This design comes from an exercise in tuning for small area, a short achievable clock period and few clock cycles per item on the open sky130 flow, not from production work. Function not checked in this run: the RTL went through the layout flow alone. Power and IR drop assume default switching activity.

==> design/flow/config.mk <==
export PLATFORM = sky130hd
export DESIGN_NAME = bucket_sort_core
export DESIGN_NICKNAME = bucket_sort_core
export VERILOG_FILES = /design/flow/design.v
export SDC_FILE = /design/flow/constraint.sdc
export NUM_CORES = 4
export LEC_CHECK = 0
export CAP_MARGIN = 20
export CORE_MARGIN = 2
export CORE_UTILIZATION = 40
export SLEW_MARGIN = 20
==> design/flow/constraint.sdc <==
create_clock -name core_clock -period 6.5 [get_ports {aclk}]
set_input_delay 1.3000 -clock core_clock [delete_from_list [all_inputs] [get_ports {aclk}]]
set_output_delay 1.3000 -clock core_clock [all_outputs]
set_load 0.01 [all_outputs]
==> design/flow/design.v <==
`default_nettype none
package bsort_pkg;
    localparam int MAX_ITEMS_DEF   = 64;
    localparam int MAX_BUCKETS_DEF = 16;
    localparam int VAL_W           = 17;
    localparam int BCNT_W          = 5;
    localparam int BKT_W           = 4;
    localparam int PADDR_W         = 3;
    localparam logic [BCNT_W-1:0] BCNT_RST  = 5'd16;
    localparam logic [VAL_W-1:0]  BWIDTH_RST = 17'd6250;
    localparam logic REG_BCNT   = 1'b0;
    localparam logic REG_BWIDTH = 1'b1;
endpackage
`default_nettype wire
`default_nettype none
module bsort_ram #(
    parameter int WIDTH = 8,
    parameter int DEPTH = 16
) (
    input  wire                      aclk,
    input  wire                      we,
    input  wire [$clog2(DEPTH)-1:0]  waddr,
    input  wire [WIDTH-1:0]          wdata,
    input  wire [$clog2(DEPTH)-1:0]  raddr,
    output logic [WIDTH-1:0]         rdata
);
    logic [WIDTH-1:0] mem [DEPTH];
    always_ff @(posedge aclk) begin
        if (we) begin
            mem[waddr] <= wdata;
        end
        rdata <= mem[raddr];
    end
endmodule
`default_nettype wire
`default_nettype none
module bucket_sort_core #(
    parameter int MAX_ITEMS   = bsort_pkg::MAX_ITEMS_DEF,
    parameter int MAX_BUCKETS = bsort_pkg::MAX_BUCKETS_DEF
) (
    input  wire                             aclk,
    input  wire                             aresetn,
    input  wire                             psel,
    input  wire                             penable,
    input  wire                             pwrite,
    input  wire [bsort_pkg::PADDR_W-1:0]    paddr,
    input  wire [31:0]                      pwdata,
    output logic [31:0]                     prdata,
    output logic                            pready,
    input  wire                             s_valid,
    output logic                            s_ready,
    input  wire [bsort_pkg::VAL_W-1:0]      s_value,
    input  wire                             s_last,
    output logic                            m_valid,
    input  wire                             m_ready,
    output logic [bsort_pkg::VAL_W-1:0]     m_sorted_value,
    output logic                            m_final_res,
    output logic                            m_overflow,
    output logic [bsort_pkg::BKT_W-1:0]     m_bucket
);
    localparam int VW  = bsort_pkg::VAL_W;
    localparam int AW  = $clog2(MAX_ITEMS);
    localparam int CW  = $clog2(MAX_ITEMS + 1);
    localparam int TW  = (MAX_BUCKETS > 1) ? $clog2(MAX_BUCKETS) : 1;
    localparam int KW  = TW + VW;
    localparam int ACW = VW + 2;
    typedef enum logic [2:0] {
        ST_IDLE, ST_DIV, ST_RD, ST_CMP, ST_KEY0, ST_ORD, ST_OCAP
    } state_t;
    state_t              state_reg;
    logic [4:0]          bcnt_reg;
    logic [VW-1:0]       bwidth_reg;
    logic [VW-1:0]       val_reg;
    logic                last_reg;
    logic [TW-1:0]       k_reg;
    logic [ACW-1:0]      acc_reg;
    logic [CW-1:0]       cnt_reg;
    logic [CW-1:0]       pos_reg;
    logic [AW-1:0]       o_reg;
    logic                flag_reg;
    logic                we;
    logic [AW-1:0]       waddr;
    logic [KW-1:0]       wdata;
    logic [AW-1:0]       raddr;
    logic [KW-1:0]       rdata;
    logic [KW-1:0]       key;
    logic [6:0]          nb_used;
    logic [TW-1:0]       nb_m1;
    logic [ACW-1:0]      width_eff;
    logic                cfg_wr;
    logic                is_final;
    assign pready  = 1'b1;
    assign cfg_wr  = psel && penable && pwrite;
    assign s_ready = (state_reg == ST_IDLE);
    assign key     = {k_reg, val_reg};
    assign is_final = (o_reg == AW'(cnt_reg - CW'(1)));
    always_comb begin
        prdata = 32'd0;
        if (paddr[2] == bsort_pkg::REG_BWIDTH) begin
            prdata[VW-1:0] = bwidth_reg;
        end else begin
            prdata[4:0] = bcnt_reg;
        end
    end
    always_comb begin
        if (bcnt_reg == 5'd0) begin
            nb_used = 7'd1;
        end else if ({2'b00, bcnt_reg} > 7'(MAX_BUCKETS)) begin
            nb_used = 7'(MAX_BUCKETS);
        end else begin
            nb_used = {2'b00, bcnt_reg};
        end
        nb_m1 = TW'(nb_used - 7'd1);
        width_eff = (bwidth_reg == '0) ? ACW'(1) : {2'b00, bwidth_reg};
    end
    always_comb begin
        we    = 1'b0;
        waddr = '0;
        wdata = key;
        raddr = o_reg;
        case (state_reg)
            ST_RD: begin
                if (cnt_reg == '0) begin
                    we = 1'b1;
                end else begin
                    raddr = AW'(cnt_reg - CW'(1));
                end
            end
            ST_CMP: begin
                we    = 1'b1;
                waddr = pos_reg[AW-1:0];
                if (rdata > key) begin
                    wdata = rdata;
                    raddr = AW'(pos_reg - CW'(2));
                end
            end
            ST_KEY0: begin
                we = 1'b1;
            end
            default: begin
                raddr = o_reg;
            end
        endcase
    end
    bsort_ram #(.WIDTH(KW), .DEPTH(MAX_ITEMS)) u_store (
        .aclk  (aclk),
        .we    (we),
        .waddr (waddr),
        .wdata (wdata),
        .raddr (raddr),
        .rdata (rdata)
    );
    always_ff @(posedge aclk) begin
        if (!aresetn) begin
            state_reg  <= ST_IDLE;
            bcnt_reg   <= bsort_pkg::BCNT_RST;
            bwidth_reg <= bsort_pkg::BWIDTH_RST;
            cnt_reg    <= '0;
            flag_reg   <= 1'b0;
            m_valid    <= 1'b0;
            o_reg      <= '0;
            pos_reg    <= '0;
        end else begin
            if (cfg_wr) begin
                if (paddr[2] == bsort_pkg::REG_BCNT) begin
                    bcnt_reg <= pwdata[4:0];
                end else begin
                    bwidth_reg <= pwdata[VW-1:0];
                end
            end
            if (m_ready && state_reg != ST_OCAP) begin
                m_valid <= 1'b0;
            end
            case (state_reg)
                ST_IDLE: begin
                    if (s_valid) begin
                        last_reg <= s_last;
                        o_reg    <= '0;
                        if (cnt_reg == CW'(MAX_ITEMS)) begin
                            flag_reg <= 1'b1;
                            if (s_last) begin
                                state_reg <= ST_ORD;
                            end
                        end else begin
                            val_reg   <= s_value;
                            k_reg     <= '0;
                            acc_reg   <= width_eff;
                            state_reg <= ST_DIV;
                        end
                    end
                end
                ST_DIV: begin
                    if (k_reg < nb_m1 && acc_reg <= {2'b00, val_reg}) begin
                        k_reg   <= k_reg + TW'(1);
                        acc_reg <= acc_reg + width_eff;
                    end else begin
                        state_reg <= ST_RD;
                    end
                end
                ST_RD: begin
                    if (cnt_reg == '0) begin
                        cnt_reg   <= cnt_reg + CW'(1);
                        state_reg <= last_reg ? ST_ORD : ST_IDLE;
                    end else begin
                        pos_reg   <= cnt_reg;
                        state_reg <= ST_CMP;
                    end
                end
                ST_CMP: begin
                    if (rdata > key) begin
                        if (pos_reg == CW'(1)) begin
                            state_reg <= ST_KEY0;
                        end else begin
                            pos_reg <= pos_reg - CW'(1);
                        end
                    end else begin
                        cnt_reg   <= cnt_reg + CW'(1);
                        state_reg <= last_reg ? ST_ORD : ST_IDLE;
                    end
                end
                ST_KEY0: begin
                    cnt_reg   <= cnt_reg + CW'(1);
                    state_reg <= last_reg ? ST_ORD : ST_IDLE;
                end
                ST_ORD: begin
                    state_reg <= ST_OCAP;
                end
                ST_OCAP: begin
                    if (!m_valid || m_ready) begin
                        m_valid        <= 1'b1;
                        m_sorted_value <= rdata[VW-1:0];
                        m_bucket       <= bsort_pkg::BKT_W'(rdata[KW-1:VW]);
                        m_final_res    <= is_final;
                        m_overflow     <= flag_reg;
                        if (is_final) begin
                            cnt_reg   <= '0;
                            flag_reg  <= 1'b0;
                            state_reg <= ST_IDLE;
                        end else begin
                            o_reg     <= o_reg + AW'(1);
                            state_reg <= ST_ORD;
                        end
                    end
                end
                default: begin
                    state_reg <= ST_IDLE;
                end
            endcase
        end
    end
endmodule
`default_nettype wire
==> design/flow/run.sh <==
#!/bin/bash
# synth_recipe.tcl (not shown) runs the flow's synth.tcl, then flattens the netlist and writes it again
# the make line also repeats each setting of config.mk as NAME=value (left out here)
make -C /OpenROAD-flow-scripts/flow DESIGN_CONFIG=/design/flow/config.mk WORK_HOME=/design/flow/orfs CLKGATE_MAP_FILE= SYNTH_SCRIPT=/design/flow/synth_recipe.tcl finish
==> results.py <==
metrics = {
    "outcome": {
        "outcome": "finished clean",
    },
    "grt": {
        "grtUsageTotal": 0.1885,
        "overflow": 0,
        "grt_max_degree": 146,
        "antenna_found_initial": 1,
        "grt_pass1_vias": 32684,
        "grt_pass1_wl_um": 217800,
    },
    "drt": {
        "ant_nets": 0,
        "drt_first_iter_violations": 2872,
        "num_vias": 34217,
        "remaining_drc_errors": 0,
        "drt-vias-per-instance": 5.462,
        "wl_um": 149600,
        "dr.pass1.iters": 8,
        "wl_per_cell_um": 23.89,
    },
    "final_layout": {
        "fillers": 13277,
        "final_common_cell": "edfxtp_1",
        "areaGrowthSynthToFinish_pct": 13.58,
        "drive_above_1_share": 0.1002,
        "most-common-layout-cells": "1408 x edfxtp_1, 377 x a211oi_1, 350 x mux2i_1",
        "largest_register_ffs": 1344,
        "nNetsFinal": 4249,
    },
    "pwr": {
        "finalPower_mw": 28.49,
        "p_int_mw": 19.02,
        "powerDensity_nw_per_um2": 410.7,
        "swShare": 0.3323,
        "power_switching_mw": 9.466,
        "p_leak_nw": 23.59,
        "pwr-share-comb": 0.303,
        "p_clk_frac": 0.295,
        "seqPwrFrac": 0.402,
        "ir_drop_uv": 349.0,
    },
    "logic_synthesis": {
        "synth_edf_count": 1408,
        "netlist_instances": 4049,
        "yosys_warnings": 2,
        "synth_seq_area_share": 0.7145,
        "ys.flop_type": "edfxtp_1",
        "synth_async_sr_flop_share": 0,
        "ys_seq_elements": 1476,
        "avgSynthCellArea_um2": 15.08,
        "ys_types": 77,
        "syn_area_um2": 61080,
    },
    "clock_tree": {
        "cts_tree": "done",
        "cts_max_level": 4,
        "clk_latency_ns": 0.79,
        "postCtsHoldBufs": 0,
        "cts_resized": 0,
        "ctsRootBufferMaster": "clkbuf_16",
        "clock_sinks": 1476,
        "numCtsBuffers": 155,
        "post_cts_buffers": 0,
        "clk_pin_slew_ns": 0.06,
        "cts_buffer_depth": 3,
    },
    "worst_setup_path": {
        "slowest_delay_ns": 0.73,
        "endpoint_kind": "flip-flop",
        "crit_type": "reg -> reg",
        "crit_path_frequent_cell": "nand3_1",
        "worstPathArrival_ns": 5.65,
        "path_cells": "inv_1 > ha_1 > nand3_1 > nor4_4 > o311a_1 > a211oi_2 > o31a_1 > a221oi_4 > nor2_1 > nand3_1 > buf_4 > a211oi_1 > nor3_1 > nand4_1",
        "crit_fanout": 11,
        "startpoint_type": "flip-flop",
        "required_ns": 7.11,
        "slowest_stage": "nor3_1",
    },
    "run": {
        "drv_cap": 0,
    },
    "placed_design": {
        "gp_congestion": 0.8508,
        "portBuffers": 84,
        "dpl.hpwl_um": 86910,
    },
    "sta": {
        "maxSlewHeadroom": 0.2997,
        "finalHoldViolations": 0,
        "fin_crit_ns": 5.038,
        "rsz0062_at_grt": "no",
        "setup_viol": 0,
        "finalCritPeriodShare": 0.7750,
        "fmax_ghz": 0.1985,
        "drv_slew": 0,
        "worst_pin_slew_ns": 1.048,
        "fin_setup_tns_ns": 0,
        "skew_ns": 0.04514,
    },
    "floorplanning": {
        "io_pins": 118,
        "core_um2": 151700,
        "start_util": 0.4025,
        "placementRows": 143,
        "fp.dieH_um": 394.8,
        "die-area_um2": 155800,
        "die_w_um": 394.8,
    },
    "worst_hold_path": {
        "min_path_type": "reg -> reg",
    },
}
-- final timing paths --
kind         slack [ns]              startpoint                   endpoint  cells past startpoint
min reg2reg        0.43   flag_reg$_SDFFE_PN0P_       m_overflow$_DFFE_PP_                      0
max                1.46  k_reg[0]$_SDFFCE_PN0P_  u_store.rdata[14]$_DFF_P_                     14
max reg2reg        1.46  k_reg[0]$_SDFFCE_PN0P_  u_store.rdata[14]$_DFF_P_                     14
min                0.43   flag_reg$_SDFFE_PN0P_       m_overflow$_DFFE_PP_                      0
-- per-stage QoR --
stage	setup WS, ns	utilization	std cells	cell area [µm²]	hold slack [ns]
after floorplan	1.085	-	4063	61130	0.4082
after global placement	1.492	0.4257	5992	64580	0.4271
after detailed placement	1.436	0.4258	5993	64610	0.4280
after CTS	1.431	0.4570	6261	69340	0.4429
after global routing	1.293	0.4572	6262	69370	0.4517
final	1.462	0.4572	6264	69370	0.4343
-- metal layers --
metal  vias to the layer above  part of all wire  GRT usage  routed length (µm)
li1                      15927                 -          -                   -
met4                         0             0.027    0.05984                4074
met2                       963              0.48     0.3073               71550
met5                         -                 0          0                   0
met3                       207             0.060    0.03509                8913
met1                     17120              0.44     0.2554               65110
-- worst max-delay path: cells and delay by family (launching register included) --
family	cells	cell delay [ns]
buffers and inverters	2	0.50
AO/OA/AOI/OAI	5	1.43
AND/OR/NAND/NOR	6	2.18
flip-flops	1	0.40
adder cells (fa/ha/maj)	1	0.34
-- cell type report --
cell class | count | area (µm²) | share of cell area
Sequential cell | 1476 | 43640 | 0.6291
Multi-Input combinational cell | 2267 | 16520 | 0.2382
Clock buffer | 205 | 4161 | 0.05999
Tap cell | 2030 | 2540 | 0.03661
Timing Repair Buffer | 184 | 1794 | 0.02586
Clock inverter | 63 | 566.8 | 0.008170
Inverter | 37 | 138.9 | 0.002002
Antenna cell | 2 | 5.005 | 0.00007214
-- synth_stat cells, types with 4 or more instances --
cell,number,share of area
a211oi_1,377,0.046
a21boi_0,14,0.0017
a21o_1,10,0.0012
a21oi_1,317,0.026
a221o_1,6,0.00098
a22o_1,20,0.0029
a22oi_1,122,0.015
a31oi_1,8,0.00082
and2_1,22,0.0023
and2b_1,4,0.00049
and3_1,11,0.0011
and4_1,21,0.0030
buf_1,10,0.00061
buf_2,72,0.0059
buf_4,56,0.0069
buf_6,15,0.0028
clkbuf_1,130,0.0080
dfxtp_1,68,0.022
edfxtp_1,1408,0.69
ha_1,67,0.014
inv_1,36,0.0022
mux2_2,11,0.0020
mux2i_1,350,0.057
nand2_1,119,0.0073
nand2b_1,7,0.00072
nand3_1,37,0.0030
nand4_1,30,0.0031
nor2_1,135,0.0083
nor2b_1,336,0.034
nor3_1,39,0.0032
nor4_1,6,0.00061
o21a_1,9,0.0011
o21ai_0,59,0.0048
o21bai_1,5,0.00061
o22ai_1,6,0.00061
o31ai_1,5,0.00061
or3_1,6,0.00061
xnor2_1,18,0.0026
xor2_1,22,0.0032
-- power groups by stage --
stage	logic, mW	registers, mW	clock network, mW
3_3_place_gp	8.54	11.6	0
3_5_place_dp	8.65	11.6	0
2_1_floorplan	6.25	11.6	0
5_1_grt	9.37	11.5	8.92
6_report	8.64	11.5	8.40
4_1_cts	8.68	11.4	8.56
-- cells by family (layout without fill, tap and decap cells) --
family,Yosys count,in the layout,synth area share
DFF,1476,1476,0.7145
muxes,361,361,0.05939
buffers and inverters,320,489,0.02643
AOI/OAI and AO/OA,994,994,0.1091
other,2,18,0.0001230
and+or+nand+nor,788,788,0.07060
adders and majority gates,68,68,0.01405
xor gates and xnor gates,40,40,0.005736

==> what the ideal ports hide <==
No port has a modelled driver above. Below, the same layout with a new extraction and two added sets of constraints. Step 1 assumes that a clkbuf_16 drives the clock port and a buf_2 every other input. Step 2 moves the port delays by t, midway between the first and last clock arrival at a register: inputs arrive t later, outputs are due t later. That takes back most of the time a late clock gives input paths. a / b / c = ideal ports / drivers / drivers and shift; a / b = the first two.
shift t [ns]: 0.845
setup slack, ns: 1.462 / 1.462 / 1.462
worst register clock-pin slew, ns: 0.06 / 0.06
pins driven straight from the clock port: 1
After both steps this run still meets setup and hold. The setup slack of this run moves by 0.000 ns with the drivers and by 0.000 ns with both steps.
